This is an optimization exercise on Yosys and OpenROAD, whose aim is small area, a short achievable clock period and few clock cycles per item, not a production implementation.
Function was checked by simulation only, so behaviour that the tests miss may differ from the original.
Power figures rest on the tool's default switching activity, not on a simulated workload.

$ cat flow/design.v
`timescale 1ns / 1ps
`default_nettype none
package pct_pkg;
    localparam int MAX_ELEMENTS_DEF = 15;
    localparam int IN_W             = 4;
    localparam int VAL_W            = 31;
    localparam int S_TDATA_W        = 16;
    localparam int M_TDATA_W        = 64;
    localparam int Q_W              = 3 * IN_W;    
endpackage
`default_nettype wire
`timescale 1ns / 1ps
`default_nettype none
import pct_pkg::*;
module pct_ctrl
(
    input  wire logic aclk,
    input  wire logic aresetn,
    input  wire logic s_tvalid,
    output logic      s_tready,
    input  wire logic m_tready,
    output logic      m_tvalid,
    output logic      s_load,      
    output logic      a_load,      
    output logic      a_from_s,    
    output logic      b_load       
);
    logic s_v;
    logic a_v;
    logic b_v;
    logic acc;
    assign acc      = s_tvalid && !s_v;
    assign b_load   = !b_v || m_tready;
    assign a_load   = !a_v || b_load;
    assign a_from_s = s_v;
    assign s_load   = !s_v;
    always_ff @(posedge aclk) begin
        if (!aresetn) begin
            s_v <= 1'b0;
            a_v <= 1'b0;
            b_v <= 1'b0;
        end else begin
            if (b_load) b_v <= a_v;
            if (a_load) a_v <= s_v || acc;
            s_v <= s_v ? !a_load : (acc && !a_load);
        end
    end
    assign s_tready = !s_v;
    assign m_tvalid = b_v;
endmodule
`default_nettype wire
`timescale 1ns / 1ps
`default_nettype none
import pct_pkg::*;
module pct_dp
(
    input  wire logic [IN_W-1:0]  base_blocks,
    input  wire logic [IN_W-1:0]  depth,
    input  wire logic [IN_W-1:0]  sets,
    output logic [VAL_W-1:0]      entry_count,
    output logic [VAL_W-1:0]      row_total,
    output logic                  out_of_range
);
    logic [4:0] elem_sum;
    assign elem_sum     = {1'b0, base_blocks} + {1'b0, depth};
    assign out_of_range = (base_blocks == '0) || (elem_sum > 5'd15);
    always_comb begin
        unique case ({sets, depth, base_blocks})
            12'h101: entry_count = 31'd1;
            12'h111: entry_count = 31'd1;
            12'h211: entry_count = 31'd1;
            12'h121: entry_count = 31'd1;
            12'h221: entry_count = 31'd3;
            12'h321: entry_count = 31'd1;
            12'h131: entry_count = 31'd1;
            12'h231: entry_count = 31'd7;
            12'h331: entry_count = 31'd6;
            12'h431: entry_count = 31'd1;
            12'h141: entry_count = 31'd1;
            12'h241: entry_count = 31'd15;
            12'h341: entry_count = 31'd25;
            12'h441: entry_count = 31'd10;
            12'h541: entry_count = 31'd1;
            12'h151: entry_count = 31'd1;
            12'h251: entry_count = 31'd31;
            12'h351: entry_count = 31'd90;
            12'h451: entry_count = 31'd65;
            12'h551: entry_count = 31'd15;
            12'h651: entry_count = 31'd1;
            12'h161: entry_count = 31'd1;
            12'h261: entry_count = 31'd63;
            12'h361: entry_count = 31'd301;
            12'h461: entry_count = 31'd350;
            12'h561: entry_count = 31'd140;
            12'h661: entry_count = 31'd21;
            12'h761: entry_count = 31'd1;
            12'h171: entry_count = 31'd1;
            12'h271: entry_count = 31'd127;
            12'h371: entry_count = 31'd966;
            12'h471: entry_count = 31'd1701;
            12'h571: entry_count = 31'd1050;
            12'h671: entry_count = 31'd266;
            12'h771: entry_count = 31'd28;
            12'h871: entry_count = 31'd1;
            12'h181: entry_count = 31'd1;
            12'h281: entry_count = 31'd255;
            12'h381: entry_count = 31'd3025;
            12'h481: entry_count = 31'd7770;
            12'h581: entry_count = 31'd6951;
            12'h681: entry_count = 31'd2646;
            12'h781: entry_count = 31'd462;
            12'h881: entry_count = 31'd36;
            12'h981: entry_count = 31'd1;
            12'h191: entry_count = 31'd1;
            12'h291: entry_count = 31'd511;
            12'h391: entry_count = 31'd9330;
            12'h491: entry_count = 31'd34105;
            12'h591: entry_count = 31'd42525;
            12'h691: entry_count = 31'd22827;
            12'h791: entry_count = 31'd5880;
            12'h891: entry_count = 31'd750;
            12'h991: entry_count = 31'd45;
            12'ha91: entry_count = 31'd1;
            12'h1a1: entry_count = 31'd1;
            12'h2a1: entry_count = 31'd1023;
            12'h3a1: entry_count = 31'd28501;
            12'h4a1: entry_count = 31'd145750;
            12'h5a1: entry_count = 31'd246730;
            12'h6a1: entry_count = 31'd179487;
            12'h7a1: entry_count = 31'd63987;
            12'h8a1: entry_count = 31'd11880;
            12'h9a1: entry_count = 31'd1155;
            12'haa1: entry_count = 31'd55;
            12'hba1: entry_count = 31'd1;
            12'h1b1: entry_count = 31'd1;
            12'h2b1: entry_count = 31'd2047;
            12'h3b1: entry_count = 31'd86526;
            12'h4b1: entry_count = 31'd611501;
            12'h5b1: entry_count = 31'd1379400;
            12'h6b1: entry_count = 31'd1323652;
            12'h7b1: entry_count = 31'd627396;
            12'h8b1: entry_count = 31'd159027;
            12'h9b1: entry_count = 31'd22275;
            12'hab1: entry_count = 31'd1705;
            12'hbb1: entry_count = 31'd66;
            12'hcb1: entry_count = 31'd1;
            12'h1c1: entry_count = 31'd1;
            12'h2c1: entry_count = 31'd4095;
            12'h3c1: entry_count = 31'd261625;
            12'h4c1: entry_count = 31'd2532530;
            12'h5c1: entry_count = 31'd7508501;
            12'h6c1: entry_count = 31'd9321312;
            12'h7c1: entry_count = 31'd5715424;
            12'h8c1: entry_count = 31'd1899612;
            12'h9c1: entry_count = 31'd359502;
            12'hac1: entry_count = 31'd39325;
            12'hbc1: entry_count = 31'd2431;
            12'hcc1: entry_count = 31'd78;
            12'hdc1: entry_count = 31'd1;
            12'h1d1: entry_count = 31'd1;
            12'h2d1: entry_count = 31'd8191;
            12'h3d1: entry_count = 31'd788970;
            12'h4d1: entry_count = 31'd10391745;
            12'h5d1: entry_count = 31'd40075035;
            12'h6d1: entry_count = 31'd63436373;
            12'h7d1: entry_count = 31'd49329280;
            12'h8d1: entry_count = 31'd20912320;
            12'h9d1: entry_count = 31'd5135130;
            12'had1: entry_count = 31'd752752;
            12'hbd1: entry_count = 31'd66066;
            12'hcd1: entry_count = 31'd3367;
            12'hdd1: entry_count = 31'd91;
            12'hed1: entry_count = 31'd1;
            12'h1e1: entry_count = 31'd1;
            12'h2e1: entry_count = 31'd16383;
            12'h3e1: entry_count = 31'd2375101;
            12'h4e1: entry_count = 31'd42355950;
            12'h5e1: entry_count = 31'd210766920;
            12'h6e1: entry_count = 31'd420693273;
            12'h7e1: entry_count = 31'd408741333;
            12'h8e1: entry_count = 31'd216627840;
            12'h9e1: entry_count = 31'd67128490;
            12'hae1: entry_count = 31'd12662650;
            12'hbe1: entry_count = 31'd1479478;
            12'hce1: entry_count = 31'd106470;
            12'hde1: entry_count = 31'd4550;
            12'hee1: entry_count = 31'd105;
            12'hfe1: entry_count = 31'd1;
            12'h202: entry_count = 31'd1;
            12'h212: entry_count = 31'd2;
            12'h312: entry_count = 31'd1;
            12'h222: entry_count = 31'd4;
            12'h322: entry_count = 31'd5;
            12'h422: entry_count = 31'd1;
            12'h232: entry_count = 31'd8;
            12'h332: entry_count = 31'd19;
            12'h432: entry_count = 31'd9;
            12'h532: entry_count = 31'd1;
            12'h242: entry_count = 31'd16;
            12'h342: entry_count = 31'd65;
            12'h442: entry_count = 31'd55;
            12'h542: entry_count = 31'd14;
            12'h642: entry_count = 31'd1;
            12'h252: entry_count = 31'd32;
            12'h352: entry_count = 31'd211;
            12'h452: entry_count = 31'd285;
            12'h552: entry_count = 31'd125;
            12'h652: entry_count = 31'd20;
            12'h752: entry_count = 31'd1;
            12'h262: entry_count = 31'd64;
            12'h362: entry_count = 31'd665;
            12'h462: entry_count = 31'd1351;
            12'h562: entry_count = 31'd910;
            12'h662: entry_count = 31'd245;
            12'h762: entry_count = 31'd27;
            12'h862: entry_count = 31'd1;
            12'h272: entry_count = 31'd128;
            12'h372: entry_count = 31'd2059;
            12'h472: entry_count = 31'd6069;
            12'h572: entry_count = 31'd5901;
            12'h672: entry_count = 31'd2380;
            12'h772: entry_count = 31'd434;
            12'h872: entry_count = 31'd35;
            12'h972: entry_count = 31'd1;
            12'h282: entry_count = 31'd256;
            12'h382: entry_count = 31'd6305;
            12'h482: entry_count = 31'd26335;
            12'h582: entry_count = 31'd35574;
            12'h682: entry_count = 31'd20181;
            12'h782: entry_count = 31'd5418;
            12'h882: entry_count = 31'd714;
            12'h982: entry_count = 31'd44;
            12'ha82: entry_count = 31'd1;
            12'h292: entry_count = 31'd512;
            12'h392: entry_count = 31'd19171;
            12'h492: entry_count = 31'd111645;
            12'h592: entry_count = 31'd204205;
            12'h692: entry_count = 31'd156660;
            12'h792: entry_count = 31'd58107;
            12'h892: entry_count = 31'd11130;
            12'h992: entry_count = 31'd1110;
            12'ha92: entry_count = 31'd54;
            12'hb92: entry_count = 31'd1;
            12'h2a2: entry_count = 31'd1024;
            12'h3a2: entry_count = 31'd58025;
            12'h4a2: entry_count = 31'd465751;
            12'h5a2: entry_count = 31'd1132670;
            12'h6a2: entry_count = 31'd1144165;
            12'h7a2: entry_count = 31'd563409;
            12'h8a2: entry_count = 31'd147147;
            12'h9a2: entry_count = 31'd21120;
            12'haa2: entry_count = 31'd1650;
            12'hba2: entry_count = 31'd65;
            12'hca2: entry_count = 31'd1;
            12'h2b2: entry_count = 31'd2048;
            12'h3b2: entry_count = 31'd175099;
            12'h4b2: entry_count = 31'd1921029;
            12'h5b2: entry_count = 31'd6129101;
            12'h6b2: entry_count = 31'd7997660;
            12'h7b2: entry_count = 31'd5088028;
            12'h8b2: entry_count = 31'd1740585;
            12'h9b2: entry_count = 31'd337227;
            12'hab2: entry_count = 31'd37620;
            12'hbb2: entry_count = 31'd2365;
            12'hcb2: entry_count = 31'd77;
            12'hdb2: entry_count = 31'd1;
            12'h2c2: entry_count = 31'd4096;
            12'h3c2: entry_count = 31'd527345;
            12'h4c2: entry_count = 31'd7859215;
            12'h5c2: entry_count = 31'd32566534;
            12'h6c2: entry_count = 31'd54115061;
            12'h7c2: entry_count = 31'd43613856;
            12'h8c2: entry_count = 31'd19012708;
            12'h9c2: entry_count = 31'd4775628;
            12'hac2: entry_count = 31'd713427;
            12'hbc2: entry_count = 31'd63635;
            12'hcc2: entry_count = 31'd3289;
            12'hdc2: entry_count = 31'd90;
            12'hec2: entry_count = 31'd1;
            12'h2d2: entry_count = 31'd8192;
            12'h3d2: entry_count = 31'd1586131;
            12'h4d2: entry_count = 31'd31964205;
            12'h5d2: entry_count = 31'd170691885;
            12'h6d2: entry_count = 31'd357256900;
            12'h7d2: entry_count = 31'd359412053;
            12'h8d2: entry_count = 31'd195715520;
            12'h9d2: entry_count = 31'd61993360;
            12'had2: entry_count = 31'd11909898;
            12'hbd2: entry_count = 31'd1413412;
            12'hcd2: entry_count = 31'd103103;
            12'hdd2: entry_count = 31'd4459;
            12'hed2: entry_count = 31'd104;
            12'hfd2: entry_count = 31'd1;
            12'h303: entry_count = 31'd1;
            12'h313: entry_count = 31'd3;
            12'h413: entry_count = 31'd1;
            12'h323: entry_count = 31'd9;
            12'h423: entry_count = 31'd7;
            12'h523: entry_count = 31'd1;
            12'h333: entry_count = 31'd27;
            12'h433: entry_count = 31'd37;
            12'h533: entry_count = 31'd12;
            12'h633: entry_count = 31'd1;
            12'h343: entry_count = 31'd81;
            12'h443: entry_count = 31'd175;
            12'h543: entry_count = 31'd97;
            12'h643: entry_count = 31'd18;
            12'h743: entry_count = 31'd1;
            12'h353: entry_count = 31'd243;
            12'h453: entry_count = 31'd781;
            12'h553: entry_count = 31'd660;
            12'h653: entry_count = 31'd205;
            12'h753: entry_count = 31'd25;
            12'h853: entry_count = 31'd1;
            12'h363: entry_count = 31'd729;
            12'h463: entry_count = 31'd3367;
            12'h563: entry_count = 31'd4081;
            12'h663: entry_count = 31'd1890;
            12'h763: entry_count = 31'd380;
            12'h863: entry_count = 31'd33;
            12'h963: entry_count = 31'd1;
            12'h373: entry_count = 31'd2187;
            12'h473: entry_count = 31'd14197;
            12'h573: entry_count = 31'd23772;
            12'h673: entry_count = 31'd15421;
            12'h773: entry_count = 31'd4550;
            12'h873: entry_count = 31'd644;
            12'h973: entry_count = 31'd42;
            12'ha73: entry_count = 31'd1;
            12'h383: entry_count = 31'd6561;
            12'h483: entry_count = 31'd58975;
            12'h583: entry_count = 31'd133057;
            12'h683: entry_count = 31'd116298;
            12'h783: entry_count = 31'd47271;
            12'h883: entry_count = 31'd9702;
            12'h983: entry_count = 31'd1022;
            12'ha83: entry_count = 31'd52;
            12'hb83: entry_count = 31'd1;
            12'h393: entry_count = 31'd19683;
            12'h493: entry_count = 31'd242461;
            12'h593: entry_count = 31'd724260;
            12'h693: entry_count = 31'd830845;
            12'h793: entry_count = 31'd447195;
            12'h893: entry_count = 31'd124887;
            12'h993: entry_count = 31'd18900;
            12'ha93: entry_count = 31'd1542;
            12'hb93: entry_count = 31'd63;
            12'hc93: entry_count = 31'd1;
            12'h3a3: entry_count = 31'd59049;
            12'h4a3: entry_count = 31'd989527;
            12'h5a3: entry_count = 31'd3863761;
            12'h6a3: entry_count = 31'd5709330;
            12'h7a3: entry_count = 31'd3961210;
            12'h8a3: entry_count = 31'd1446291;
            12'h9a3: entry_count = 31'd294987;
            12'haa3: entry_count = 31'd34320;
            12'hba3: entry_count = 31'd2235;
            12'hca3: entry_count = 31'd75;
            12'hda3: entry_count = 31'd1;
            12'h3b3: entry_count = 31'd177147;
            12'h4b3: entry_count = 31'd4017157;
            12'h5b3: entry_count = 31'd20308332;
            12'h6b3: entry_count = 31'd38119741;
            12'h7b3: entry_count = 31'd33437800;
            12'h8b3: entry_count = 31'd15531538;
            12'h9b3: entry_count = 31'd4101174;
            12'hab3: entry_count = 31'd638187;
            12'hbb3: entry_count = 31'd58905;
            12'hcb3: entry_count = 31'd3135;
            12'hdb3: entry_count = 31'd88;
            12'heb3: entry_count = 31'd1;
            12'h3c3: entry_count = 31'd531441;
            12'h4c3: entry_count = 31'd16245775;
            12'h5c3: entry_count = 31'd105558817;
            12'h6c3: entry_count = 31'd249026778;
            12'h7c3: entry_count = 31'd272184341;
            12'h8c3: entry_count = 31'd157690104;
            12'h9c3: entry_count = 31'd52442104;
            12'hac3: entry_count = 31'd10483044;
            12'hbc3: entry_count = 31'd1286142;
            12'hcc3: entry_count = 31'd96525;
            12'hdc3: entry_count = 31'd4279;
            12'hec3: entry_count = 31'd102;
            12'hfc3: entry_count = 31'd1;
            12'h404: entry_count = 31'd1;
            12'h414: entry_count = 31'd4;
            12'h514: entry_count = 31'd1;
            12'h424: entry_count = 31'd16;
            12'h524: entry_count = 31'd9;
            12'h624: entry_count = 31'd1;
            12'h434: entry_count = 31'd64;
            12'h534: entry_count = 31'd61;
            12'h634: entry_count = 31'd15;
            12'h734: entry_count = 31'd1;
            12'h444: entry_count = 31'd256;
            12'h544: entry_count = 31'd369;
            12'h644: entry_count = 31'd151;
            12'h744: entry_count = 31'd22;
            12'h844: entry_count = 31'd1;
            12'h454: entry_count = 31'd1024;
            12'h554: entry_count = 31'd2101;
            12'h654: entry_count = 31'd1275;
            12'h754: entry_count = 31'd305;
            12'h854: entry_count = 31'd30;
            12'h954: entry_count = 31'd1;
            12'h464: entry_count = 31'd4096;
            12'h564: entry_count = 31'd11529;
            12'h664: entry_count = 31'd9751;
            12'h764: entry_count = 31'd3410;
            12'h864: entry_count = 31'd545;
            12'h964: entry_count = 31'd39;
            12'ha64: entry_count = 31'd1;
            12'h474: entry_count = 31'd16384;
            12'h574: entry_count = 31'd61741;
            12'h674: entry_count = 31'd70035;
            12'h774: entry_count = 31'd33621;
            12'h874: entry_count = 31'd7770;
            12'h974: entry_count = 31'd896;
            12'ha74: entry_count = 31'd49;
            12'hb74: entry_count = 31'd1;
            12'h484: entry_count = 31'd65536;
            12'h584: entry_count = 31'd325089;
            12'h684: entry_count = 31'd481951;
            12'h784: entry_count = 31'd305382;
            12'h884: entry_count = 31'd95781;
            12'h984: entry_count = 31'd15834;
            12'ha84: entry_count = 31'd1386;
            12'hb84: entry_count = 31'd60;
            12'hc84: entry_count = 31'd1;
            12'h494: entry_count = 31'd262144;
            12'h594: entry_count = 31'd1690981;
            12'h694: entry_count = 31'd3216795;
            12'h794: entry_count = 31'd2619625;
            12'h894: entry_count = 31'd1071630;
            12'h994: entry_count = 31'd238287;
            12'ha94: entry_count = 31'd29694;
            12'hb94: entry_count = 31'd2046;
            12'hc94: entry_count = 31'd72;
            12'hd94: entry_count = 31'd1;
            12'h4a4: entry_count = 31'd1048576;
            12'h5a4: entry_count = 31'd8717049;
            12'h6a4: entry_count = 31'd20991751;
            12'h7a4: entry_count = 31'd21554170;
            12'h8a4: entry_count = 31'd11192665;
            12'h9a4: entry_count = 31'd3216213;
            12'haa4: entry_count = 31'd535227;
            12'hba4: entry_count = 31'd52200;
            12'hca4: entry_count = 31'd2910;
            12'hda4: entry_count = 31'd85;
            12'hea4: entry_count = 31'd1;
            12'h4b4: entry_count = 31'd4194304;
            12'h5b4: entry_count = 31'd44633821;
            12'h6b4: entry_count = 31'd134667555;
            12'h7b4: entry_count = 31'd171870941;
            12'h8b4: entry_count = 31'd111095490;
            12'h9b4: entry_count = 31'd40138582;
            12'hab4: entry_count = 31'd8568483;
            12'hbb4: entry_count = 31'd1109427;
            12'hcb4: entry_count = 31'd87120;
            12'hdb4: entry_count = 31'd4015;
            12'heb4: entry_count = 31'd99;
            12'hfb4: entry_count = 31'd1;
            12'h505: entry_count = 31'd1;
            12'h515: entry_count = 31'd5;
            12'h615: entry_count = 31'd1;
            12'h525: entry_count = 31'd25;
            12'h625: entry_count = 31'd11;
            12'h725: entry_count = 31'd1;
            12'h535: entry_count = 31'd125;
            12'h635: entry_count = 31'd91;
            12'h735: entry_count = 31'd18;
            12'h835: entry_count = 31'd1;
            12'h545: entry_count = 31'd625;
            12'h645: entry_count = 31'd671;
            12'h745: entry_count = 31'd217;
            12'h845: entry_count = 31'd26;
            12'h945: entry_count = 31'd1;
            12'h555: entry_count = 31'd3125;
            12'h655: entry_count = 31'd4651;
            12'h755: entry_count = 31'd2190;
            12'h855: entry_count = 31'd425;
            12'h955: entry_count = 31'd35;
            12'ha55: entry_count = 31'd1;
            12'h565: entry_count = 31'd15625;
            12'h665: entry_count = 31'd31031;
            12'h765: entry_count = 31'd19981;
            12'h865: entry_count = 31'd5590;
            12'h965: entry_count = 31'd740;
            12'ha65: entry_count = 31'd45;
            12'hb65: entry_count = 31'd1;
            12'h575: entry_count = 31'd78125;
            12'h675: entry_count = 31'd201811;
            12'h775: entry_count = 31'd170898;
            12'h875: entry_count = 31'd64701;
            12'h975: entry_count = 31'd12250;
            12'ha75: entry_count = 31'd1190;
            12'hb75: entry_count = 31'd56;
            12'hc75: entry_count = 31'd1;
            12'h585: entry_count = 31'd390625;
            12'h685: entry_count = 31'd1288991;
            12'h785: entry_count = 31'd1398097;
            12'h885: entry_count = 31'd688506;
            12'h985: entry_count = 31'd174951;
            12'ha85: entry_count = 31'd24150;
            12'hb85: entry_count = 31'd1806;
            12'hc85: entry_count = 31'd68;
            12'hd85: entry_count = 31'd1;
            12'h595: entry_count = 31'd1953125;
            12'h695: entry_count = 31'd8124571;
            12'h795: entry_count = 31'd11075670;
            12'h895: entry_count = 31'd6906145;
            12'h995: entry_count = 31'd2263065;
            12'ha95: entry_count = 31'd416451;
            12'hb95: entry_count = 31'd44016;
            12'hc95: entry_count = 31'd2622;
            12'hd95: entry_count = 31'd81;
            12'he95: entry_count = 31'd1;
            12'h5a5: entry_count = 31'd9765625;
            12'h6a5: entry_count = 31'd50700551;
            12'h7a5: entry_count = 31'd85654261;
            12'h8a5: entry_count = 31'd66324830;
            12'h9a5: entry_count = 31'd27273730;
            12'haa5: entry_count = 31'd6427575;
            12'hba5: entry_count = 31'd900627;
            12'hca5: entry_count = 31'd75480;
            12'hda5: entry_count = 31'd3675;
            12'hea5: entry_count = 31'd95;
            12'hfa5: entry_count = 31'd1;
            12'h606: entry_count = 31'd1;
            12'h616: entry_count = 31'd6;
            12'h716: entry_count = 31'd1;
            12'h626: entry_count = 31'd36;
            12'h726: entry_count = 31'd13;
            12'h826: entry_count = 31'd1;
            12'h636: entry_count = 31'd216;
            12'h736: entry_count = 31'd127;
            12'h836: entry_count = 31'd21;
            12'h936: entry_count = 31'd1;
            12'h646: entry_count = 31'd1296;
            12'h746: entry_count = 31'd1105;
            12'h846: entry_count = 31'd295;
            12'h946: entry_count = 31'd30;
            12'ha46: entry_count = 31'd1;
            12'h656: entry_count = 31'd7776;
            12'h756: entry_count = 31'd9031;
            12'h856: entry_count = 31'd3465;
            12'h956: entry_count = 31'd565;
            12'ha56: entry_count = 31'd40;
            12'hb56: entry_count = 31'd1;
            12'h666: entry_count = 31'd46656;
            12'h766: entry_count = 31'd70993;
            12'h866: entry_count = 31'd36751;
            12'h966: entry_count = 31'd8550;
            12'ha66: entry_count = 31'd965;
            12'hb66: entry_count = 31'd51;
            12'hc66: entry_count = 31'd1;
            12'h676: entry_count = 31'd279936;
            12'h776: entry_count = 31'd543607;
            12'h876: entry_count = 31'd365001;
            12'h976: entry_count = 31'd113701;
            12'ha76: entry_count = 31'd18200;
            12'hb76: entry_count = 31'd1526;
            12'hc76: entry_count = 31'd63;
            12'hd76: entry_count = 31'd1;
            12'h686: entry_count = 31'd1679616;
            12'h786: entry_count = 31'd4085185;
            12'h886: entry_count = 31'd3463615;
            12'h986: entry_count = 31'd1388310;
            12'ha86: entry_count = 31'd295701;
            12'hb86: entry_count = 31'd34986;
            12'hc86: entry_count = 31'd2282;
            12'hd86: entry_count = 31'd76;
            12'he86: entry_count = 31'd1;
            12'h696: entry_count = 31'd10077696;
            12'h796: entry_count = 31'd30275911;
            12'h896: entry_count = 31'd31794105;
            12'h996: entry_count = 31'd15958405;
            12'ha96: entry_count = 31'd4345320;
            12'hb96: entry_count = 31'd680547;
            12'hc96: entry_count = 31'd62370;
            12'hd96: entry_count = 31'd3270;
            12'he96: entry_count = 31'd90;
            12'hf96: entry_count = 31'd1;
            12'h707: entry_count = 31'd1;
            12'h717: entry_count = 31'd7;
            12'h817: entry_count = 31'd1;
            12'h727: entry_count = 31'd49;
            12'h827: entry_count = 31'd15;
            12'h927: entry_count = 31'd1;
            12'h737: entry_count = 31'd343;
            12'h837: entry_count = 31'd169;
            12'h937: entry_count = 31'd24;
            12'ha37: entry_count = 31'd1;
            12'h747: entry_count = 31'd2401;
            12'h847: entry_count = 31'd1695;
            12'h947: entry_count = 31'd385;
            12'ha47: entry_count = 31'd34;
            12'hb47: entry_count = 31'd1;
            12'h757: entry_count = 31'd16807;
            12'h857: entry_count = 31'd15961;
            12'h957: entry_count = 31'd5160;
            12'ha57: entry_count = 31'd725;
            12'hb57: entry_count = 31'd45;
            12'hc57: entry_count = 31'd1;
            12'h767: entry_count = 31'd117649;
            12'h867: entry_count = 31'd144495;
            12'h967: entry_count = 31'd62401;
            12'ha67: entry_count = 31'd12410;
            12'hb67: entry_count = 31'd1220;
            12'hc67: entry_count = 31'd57;
            12'hd67: entry_count = 31'd1;
            12'h777: entry_count = 31'd823543;
            12'h877: entry_count = 31'd1273609;
            12'h977: entry_count = 31'd706104;
            12'ha77: entry_count = 31'd186501;
            12'hb77: entry_count = 31'd25830;
            12'hc77: entry_count = 31'd1904;
            12'hd77: entry_count = 31'd70;
            12'he77: entry_count = 31'd1;
            12'h787: entry_count = 31'd5764801;
            12'h887: entry_count = 31'd11012415;
            12'h987: entry_count = 31'd7628545;
            12'ha87: entry_count = 31'd2571114;
            12'hb87: entry_count = 31'd470631;
            12'hc87: entry_count = 31'd48678;
            12'hd87: entry_count = 31'd2814;
            12'he87: entry_count = 31'd84;
            12'hf87: entry_count = 31'd1;
            12'h808: entry_count = 31'd1;
            12'h818: entry_count = 31'd8;
            12'h918: entry_count = 31'd1;
            12'h828: entry_count = 31'd64;
            12'h928: entry_count = 31'd17;
            12'ha28: entry_count = 31'd1;
            12'h838: entry_count = 31'd512;
            12'h938: entry_count = 31'd217;
            12'ha38: entry_count = 31'd27;
            12'hb38: entry_count = 31'd1;
            12'h848: entry_count = 31'd4096;
            12'h948: entry_count = 31'd2465;
            12'ha48: entry_count = 31'd487;
            12'hb48: entry_count = 31'd38;
            12'hc48: entry_count = 31'd1;
            12'h858: entry_count = 31'd32768;
            12'h958: entry_count = 31'd26281;
            12'ha58: entry_count = 31'd7335;
            12'hb58: entry_count = 31'd905;
            12'hc58: entry_count = 31'd50;
            12'hd58: entry_count = 31'd1;
            12'h868: entry_count = 31'd262144;
            12'h968: entry_count = 31'd269297;
            12'ha68: entry_count = 31'd99631;
            12'hb68: entry_count = 31'd17290;
            12'hc68: entry_count = 31'd1505;
            12'hd68: entry_count = 31'd63;
            12'he68: entry_count = 31'd1;
            12'h878: entry_count = 31'd2097152;
            12'h978: entry_count = 31'd2685817;
            12'ha78: entry_count = 31'd1265607;
            12'hb78: entry_count = 31'd289821;
            12'hc78: entry_count = 31'd35350;
            12'hd78: entry_count = 31'd2324;
            12'he78: entry_count = 31'd77;
            12'hf78: entry_count = 31'd1;
            12'h909: entry_count = 31'd1;
            12'h919: entry_count = 31'd9;
            12'ha19: entry_count = 31'd1;
            12'h929: entry_count = 31'd81;
            12'ha29: entry_count = 31'd19;
            12'hb29: entry_count = 31'd1;
            12'h939: entry_count = 31'd729;
            12'ha39: entry_count = 31'd271;
            12'hb39: entry_count = 31'd30;
            12'hc39: entry_count = 31'd1;
            12'h949: entry_count = 31'd6561;
            12'ha49: entry_count = 31'd3439;
            12'hb49: entry_count = 31'd601;
            12'hc49: entry_count = 31'd42;
            12'hd49: entry_count = 31'd1;
            12'h959: entry_count = 31'd59049;
            12'ha59: entry_count = 31'd40951;
            12'hb59: entry_count = 31'd10050;
            12'hc59: entry_count = 31'd1105;
            12'hd59: entry_count = 31'd55;
            12'he59: entry_count = 31'd1;
            12'h969: entry_count = 31'd531441;
            12'ha69: entry_count = 31'd468559;
            12'hb69: entry_count = 31'd151501;
            12'hc69: entry_count = 31'd23310;
            12'hd69: entry_count = 31'd1820;
            12'he69: entry_count = 31'd69;
            12'hf69: entry_count = 31'd1;
            12'ha0a: entry_count = 31'd1;
            12'ha1a: entry_count = 31'd10;
            12'hb1a: entry_count = 31'd1;
            12'ha2a: entry_count = 31'd100;
            12'hb2a: entry_count = 31'd21;
            12'hc2a: entry_count = 31'd1;
            12'ha3a: entry_count = 31'd1000;
            12'hb3a: entry_count = 31'd331;
            12'hc3a: entry_count = 31'd33;
            12'hd3a: entry_count = 31'd1;
            12'ha4a: entry_count = 31'd10000;
            12'hb4a: entry_count = 31'd4641;
            12'hc4a: entry_count = 31'd727;
            12'hd4a: entry_count = 31'd46;
            12'he4a: entry_count = 31'd1;
            12'ha5a: entry_count = 31'd100000;
            12'hb5a: entry_count = 31'd61051;
            12'hc5a: entry_count = 31'd13365;
            12'hd5a: entry_count = 31'd1325;
            12'he5a: entry_count = 31'd60;
            12'hf5a: entry_count = 31'd1;
            12'hb0b: entry_count = 31'd1;
            12'hb1b: entry_count = 31'd11;
            12'hc1b: entry_count = 31'd1;
            12'hb2b: entry_count = 31'd121;
            12'hc2b: entry_count = 31'd23;
            12'hd2b: entry_count = 31'd1;
            12'hb3b: entry_count = 31'd1331;
            12'hc3b: entry_count = 31'd397;
            12'hd3b: entry_count = 31'd36;
            12'he3b: entry_count = 31'd1;
            12'hb4b: entry_count = 31'd14641;
            12'hc4b: entry_count = 31'd6095;
            12'hd4b: entry_count = 31'd865;
            12'he4b: entry_count = 31'd50;
            12'hf4b: entry_count = 31'd1;
            12'hc0c: entry_count = 31'd1;
            12'hc1c: entry_count = 31'd12;
            12'hd1c: entry_count = 31'd1;
            12'hc2c: entry_count = 31'd144;
            12'hd2c: entry_count = 31'd25;
            12'he2c: entry_count = 31'd1;
            12'hc3c: entry_count = 31'd1728;
            12'hd3c: entry_count = 31'd469;
            12'he3c: entry_count = 31'd39;
            12'hf3c: entry_count = 31'd1;
            12'hd0d: entry_count = 31'd1;
            12'hd1d: entry_count = 31'd13;
            12'he1d: entry_count = 31'd1;
            12'hd2d: entry_count = 31'd169;
            12'he2d: entry_count = 31'd27;
            12'hf2d: entry_count = 31'd1;
            12'he0e: entry_count = 31'd1;
            12'he1e: entry_count = 31'd14;
            12'hf1e: entry_count = 31'd1;
            12'hf0f: entry_count = 31'd1;
            default: entry_count = '0;
        endcase
    end
    always_comb begin
        unique case ({depth, base_blocks})
            8'h01: row_total = 31'd1;
            8'h11: row_total = 31'd2;
            8'h21: row_total = 31'd5;
            8'h31: row_total = 31'd15;
            8'h41: row_total = 31'd52;
            8'h51: row_total = 31'd203;
            8'h61: row_total = 31'd877;
            8'h71: row_total = 31'd4140;
            8'h81: row_total = 31'd21147;
            8'h91: row_total = 31'd115975;
            8'ha1: row_total = 31'd678570;
            8'hb1: row_total = 31'd4213597;
            8'hc1: row_total = 31'd27644437;
            8'hd1: row_total = 31'd190899322;
            8'he1: row_total = 31'd1382958545;
            8'h02: row_total = 31'd1;
            8'h12: row_total = 31'd3;
            8'h22: row_total = 31'd10;
            8'h32: row_total = 31'd37;
            8'h42: row_total = 31'd151;
            8'h52: row_total = 31'd674;
            8'h62: row_total = 31'd3263;
            8'h72: row_total = 31'd17007;
            8'h82: row_total = 31'd94828;
            8'h92: row_total = 31'd562595;
            8'ha2: row_total = 31'd3535027;
            8'hb2: row_total = 31'd23430840;
            8'hc2: row_total = 31'd163254885;
            8'hd2: row_total = 31'd1192059223;
            8'h03: row_total = 31'd1;
            8'h13: row_total = 31'd4;
            8'h23: row_total = 31'd17;
            8'h33: row_total = 31'd77;
            8'h43: row_total = 31'd372;
            8'h53: row_total = 31'd1915;
            8'h63: row_total = 31'd10481;
            8'h73: row_total = 31'd60814;
            8'h83: row_total = 31'd372939;
            8'h93: row_total = 31'd2409837;
            8'ha3: row_total = 31'd16360786;
            8'hb3: row_total = 31'd116393205;
            8'hc3: row_total = 31'd865549453;
            8'h04: row_total = 31'd1;
            8'h14: row_total = 31'd5;
            8'h24: row_total = 31'd26;
            8'h34: row_total = 31'd141;
            8'h44: row_total = 31'd799;
            8'h54: row_total = 31'd4736;
            8'h64: row_total = 31'd29371;
            8'h74: row_total = 31'd190497;
            8'h84: row_total = 31'd1291020;
            8'h94: row_total = 31'd9131275;
            8'ha4: row_total = 31'd67310847;
            8'hb4: row_total = 31'd516369838;
            8'h05: row_total = 31'd1;
            8'h15: row_total = 31'd6;
            8'h25: row_total = 31'd37;
            8'h35: row_total = 31'd235;
            8'h45: row_total = 31'd1540;
            8'h55: row_total = 31'd10427;
            8'h65: row_total = 31'd73013;
            8'h75: row_total = 31'd529032;
            8'h85: row_total = 31'd3967195;
            8'h95: row_total = 31'd30785747;
            8'ha5: row_total = 31'd247126450;
            8'h06: row_total = 31'd1;
            8'h16: row_total = 31'd7;
            8'h26: row_total = 31'd50;
            8'h36: row_total = 31'd365;
            8'h46: row_total = 31'd2727;
            8'h56: row_total = 31'd20878;
            8'h66: row_total = 31'd163967;
            8'h76: row_total = 31'd1322035;
            8'h86: row_total = 31'd10949772;
            8'h96: row_total = 31'd93197715;
            8'h07: row_total = 31'd1;
            8'h17: row_total = 31'd8;
            8'h27: row_total = 31'd65;
            8'h37: row_total = 31'd537;
            8'h47: row_total = 31'd4516;
            8'h57: row_total = 31'd38699;
            8'h67: row_total = 31'd338233;
            8'h77: row_total = 31'd3017562;
            8'h87: row_total = 31'd27499083;
            8'h08: row_total = 31'd1;
            8'h18: row_total = 31'd9;
            8'h28: row_total = 31'd82;
            8'h38: row_total = 31'd757;
            8'h48: row_total = 31'd7087;
            8'h58: row_total = 31'd67340;
            8'h68: row_total = 31'd649931;
            8'h78: row_total = 31'd6376149;
            8'h09: row_total = 31'd1;
            8'h19: row_total = 31'd10;
            8'h29: row_total = 31'd101;
            8'h39: row_total = 31'd1031;
            8'h49: row_total = 31'd10644;
            8'h59: row_total = 31'd111211;
            8'h69: row_total = 31'd1176701;
            8'h0a: row_total = 31'd1;
            8'h1a: row_total = 31'd11;
            8'h2a: row_total = 31'd122;
            8'h3a: row_total = 31'd1365;
            8'h4a: row_total = 31'd15415;
            8'h5a: row_total = 31'd175802;
            8'h0b: row_total = 31'd1;
            8'h1b: row_total = 31'd12;
            8'h2b: row_total = 31'd145;
            8'h3b: row_total = 31'd1765;
            8'h4b: row_total = 31'd21652;
            8'h0c: row_total = 31'd1;
            8'h1c: row_total = 31'd13;
            8'h2c: row_total = 31'd170;
            8'h3c: row_total = 31'd2237;
            8'h0d: row_total = 31'd1;
            8'h1d: row_total = 31'd14;
            8'h2d: row_total = 31'd197;
            8'h0e: row_total = 31'd1;
            8'h1e: row_total = 31'd15;
            8'h0f: row_total = 31'd1;
            default: row_total = '0;
        endcase
    end
endmodule
`default_nettype wire
`timescale 1ns / 1ps
`default_nettype none
import pct_pkg::*;
module partition_count_table
#(
    parameter int MAX_ELEMENTS = MAX_ELEMENTS_DEF
) (
    input  wire logic                  aclk,
    input  wire logic                  aresetn,
    input  wire logic                  s_tvalid,
    output logic                       s_tready,
    input  wire logic [S_TDATA_W-1:0]  s_tdata,   
    output logic                       m_tvalid,
    input  wire logic                  m_tready,
    output logic [M_TDATA_W-1:0]       m_tdata,   
    output logic                       m_tuser    
);
    logic             s_load, a_load, a_from_s, b_load;
    logic [Q_W-1:0]   s_q;
    logic [Q_W-1:0]   a_q;
    logic [VAL_W-1:0] lu_entry, lu_total;
    logic             lu_oor;
    logic [VAL_W-1:0] b_entry, b_total;
    logic             b_oor;
    pct_ctrl u_ctrl (
        .aclk     (aclk),
        .aresetn  (aresetn),
        .s_tvalid (s_tvalid),
        .s_tready (s_tready),
        .m_tready (m_tready),
        .m_tvalid (m_tvalid),
        .s_load   (s_load),
        .a_load   (a_load),
        .a_from_s (a_from_s),
        .b_load   (b_load)
    );
    pct_dp u_dp (
        .base_blocks  (a_q[3:0]),
        .depth        (a_q[7:4]),
        .sets         (a_q[11:8]),
        .entry_count  (lu_entry),
        .row_total    (lu_total),
        .out_of_range (lu_oor)
    );
    always_ff @(posedge aclk) begin
        if (s_load) s_q <= s_tdata[Q_W-1:0];
        if (a_load) a_q <= a_from_s ? s_q : s_tdata[Q_W-1:0];
        if (b_load) begin
            b_entry <= lu_entry;
            b_total <= lu_total;
            b_oor   <= lu_oor;
        end
    end
    assign m_tdata = {{(M_TDATA_W-2*VAL_W){1'b0}}, b_total, b_entry};
    assign m_tuser = b_oor;
endmodule
`default_nettype wire
$ cat flow/run.sh
#!/bin/bash
# synth_recipe.tcl (not shown) runs the flow's synth.tcl, then flattens the netlist and writes it again
# the make line also repeats each setting of config.mk as NAME=value (left out here)
make -C /OpenROAD-flow-scripts/flow DESIGN_CONFIG=/design/flow/config.mk WORK_HOME=/design/flow/orfs CLKGATE_MAP_FILE= SYNTH_SCRIPT=/design/flow/synth_recipe.tcl finish
$ cat flow/config.mk
export PLATFORM = sky130hd
export DESIGN_NAME = partition_count_table
export DESIGN_NICKNAME = partition_count_table
export VERILOG_FILES = /design/flow/design.v
export SDC_FILE = /design/flow/constraint.sdc
export NUM_CORES = 4
export LEC_CHECK = 0
export CAP_MARGIN = 20
export CORE_MARGIN = 2
export CORE_UTILIZATION = 40
export SLEW_MARGIN = 20
$ cat flow/constraint.sdc
create_clock -name core_clock -period 10.0 [get_ports {aclk}]
set_input_delay 2.0000 -clock core_clock [delete_from_list [all_inputs] [get_ports {aclk}]]
set_output_delay 2.0000 -clock core_clock [all_outputs]
set_load 0.01 [all_outputs]
==> results.sh, run 1 <==
export IMPL_error="ERROR: TCL interpreter returned an error: Source files actually used in the design:"
export IMPL_status="aborted with a tool error"
export IMPL_stop_stage="synthesis"
export IMPL_synth_warning_count=3
Testbench counts, summed over its fixed seeds: cycles 2,416, queries 2,400.
==> run 2, diff against run 1 <==
--- a/flow/config.mk
+++ b/flow/config.mk
@@ -11 +11,2 @@
 export SLEW_MARGIN = 20
+export SYNTH_MEMORY_MAX_BITS = 1048576
==> results.sh, run 2 <==
export IMPL_synth_most_common_cell="nand2_1"
export IMPL_num_rows=76
export IMPL_synth_top_cells_by_count="nand2_1 (256), o21ai_0 (246), a21oi_1 (215), nor2_1 (215), clkbuf_1 (192)"
export IMPL_grt_remaining_overflow=15
export IMPL_fp_dieH_um=213
export IMPL_synth_edf_count=73
export IMPL_initial_core_util_pct=40.5
export IMPL_dp_cells=3159
export IMPL_status="aborted with a tool error"
export IMPL_synth_compound_area_share_pct=38.5
export IMPL_grt_pass1_vias=30300
export IMPL_synth_async_sr_flop_share_pct=0
export IMPL_synth_top_family_by_area="compound AO/OA/AOI/OAI gates"
export IMPL_grt_max_degree=82
export IMPL_hpwl_um=108000
export IMPL_synth_top_area_share_pct=12.6
export IMPL_cts_made_buffers=9
export IMPL_gp_congestion=1.37
export IMPL_cts_max_path_buffers=2
export IMPL_synth_warning_count=3
export IMPL_synthCells=2672
export IMPL_synth_area_top_cells="edfxtp_1 (13%), o21ai_0 (7.1%), a21oi_1 (6.2%)"
export IMPL_yosysUniqueCellTypes=93
export IMPL_synth_top_flop_cell="edfxtp_1"
export IMPL_synthSimpleGateAreaFrac_pct=35.1
export IMPL_ys_seq_elements=88
export IMPL_synth_top_cell_by_area="edfxtp_1"
export IMPL_netlist_area_um2=17500
export IMPL_yosys_area_share_adder_pct=1.26
export IMPL_grtUsageTotal_pct=78.8
export IMPL_place_ws_ns=4.32
export IMPL_h_tree_depth=3
export IMPL_port_buffers=78
export IMPL_syn_mean_instance_area_um2=6.53
export IMPL_stop_stage="global routing"
export IMPL_synth_sequential_area_ratio_pct=14.3
export IMPL_synth_xor_area_share_pct=0.0502
export IMPL_error="[ERROR GRT-0116] Global routing finished with congestion. Check the congestion regions in the DRC Viewer."
export IMPL_clock_sinks=88
export IMPL_synthMuxAreaShare_pct=0.961
export IMPL_die_x_um=213
export IMPL_post_cts_buffers=0
export IMPL_cts_root_buf="clkbuf_16"
export IMPL_placed_area_um2=19000
export IMPL_grt_pass1_wl_um=251000
export IMPL_ios=87
export IMPL_cts_resized=0
export IMPL_ctsHoldBuffers=0
[run 2: cell families after synthesis]
family,count (synthesis)
other cells,1
buf+inv,381
xor+xnor,1
simple gates,1135
mux,15
compound gates,1034
fa+ha+maj,17
flops,88
[run 2: worst max-delay path by stage]
stage	startpoint	end	slack, ns	cells past startpoint
floorplan	m_tready	b_entry[0]$_DFFE_PP_	6.34	2
global placement	a_q[1]$_DFFE_PN_	b_entry[3]$_DFFE_PP_	4.32	11
detailed placement	a_q[1]$_DFFE_PN_	b_entry[3]$_DFFE_PP_	4.32	11
CTS	a_q[1]$_DFFE_PN_	b_entry[3]$_DFFE_PP_	4.29	11
[run 2: power by group through the flow]
stage          Clock, mW  Sequential, mW  Combinational [mW]
2_1_floorplan          0           0.456               0.257
3_5_place_dp           0           0.448               0.499
3_3_place_gp           0           0.446               0.502
4_1_cts            0.367           0.439               0.500
[run 2: routing by layer]
layer	overflow	GRT usage [%]
met5	0	58.2
met4	8	71.0
met3	0	72.1
met2	7	86.4
met1	0	81.5
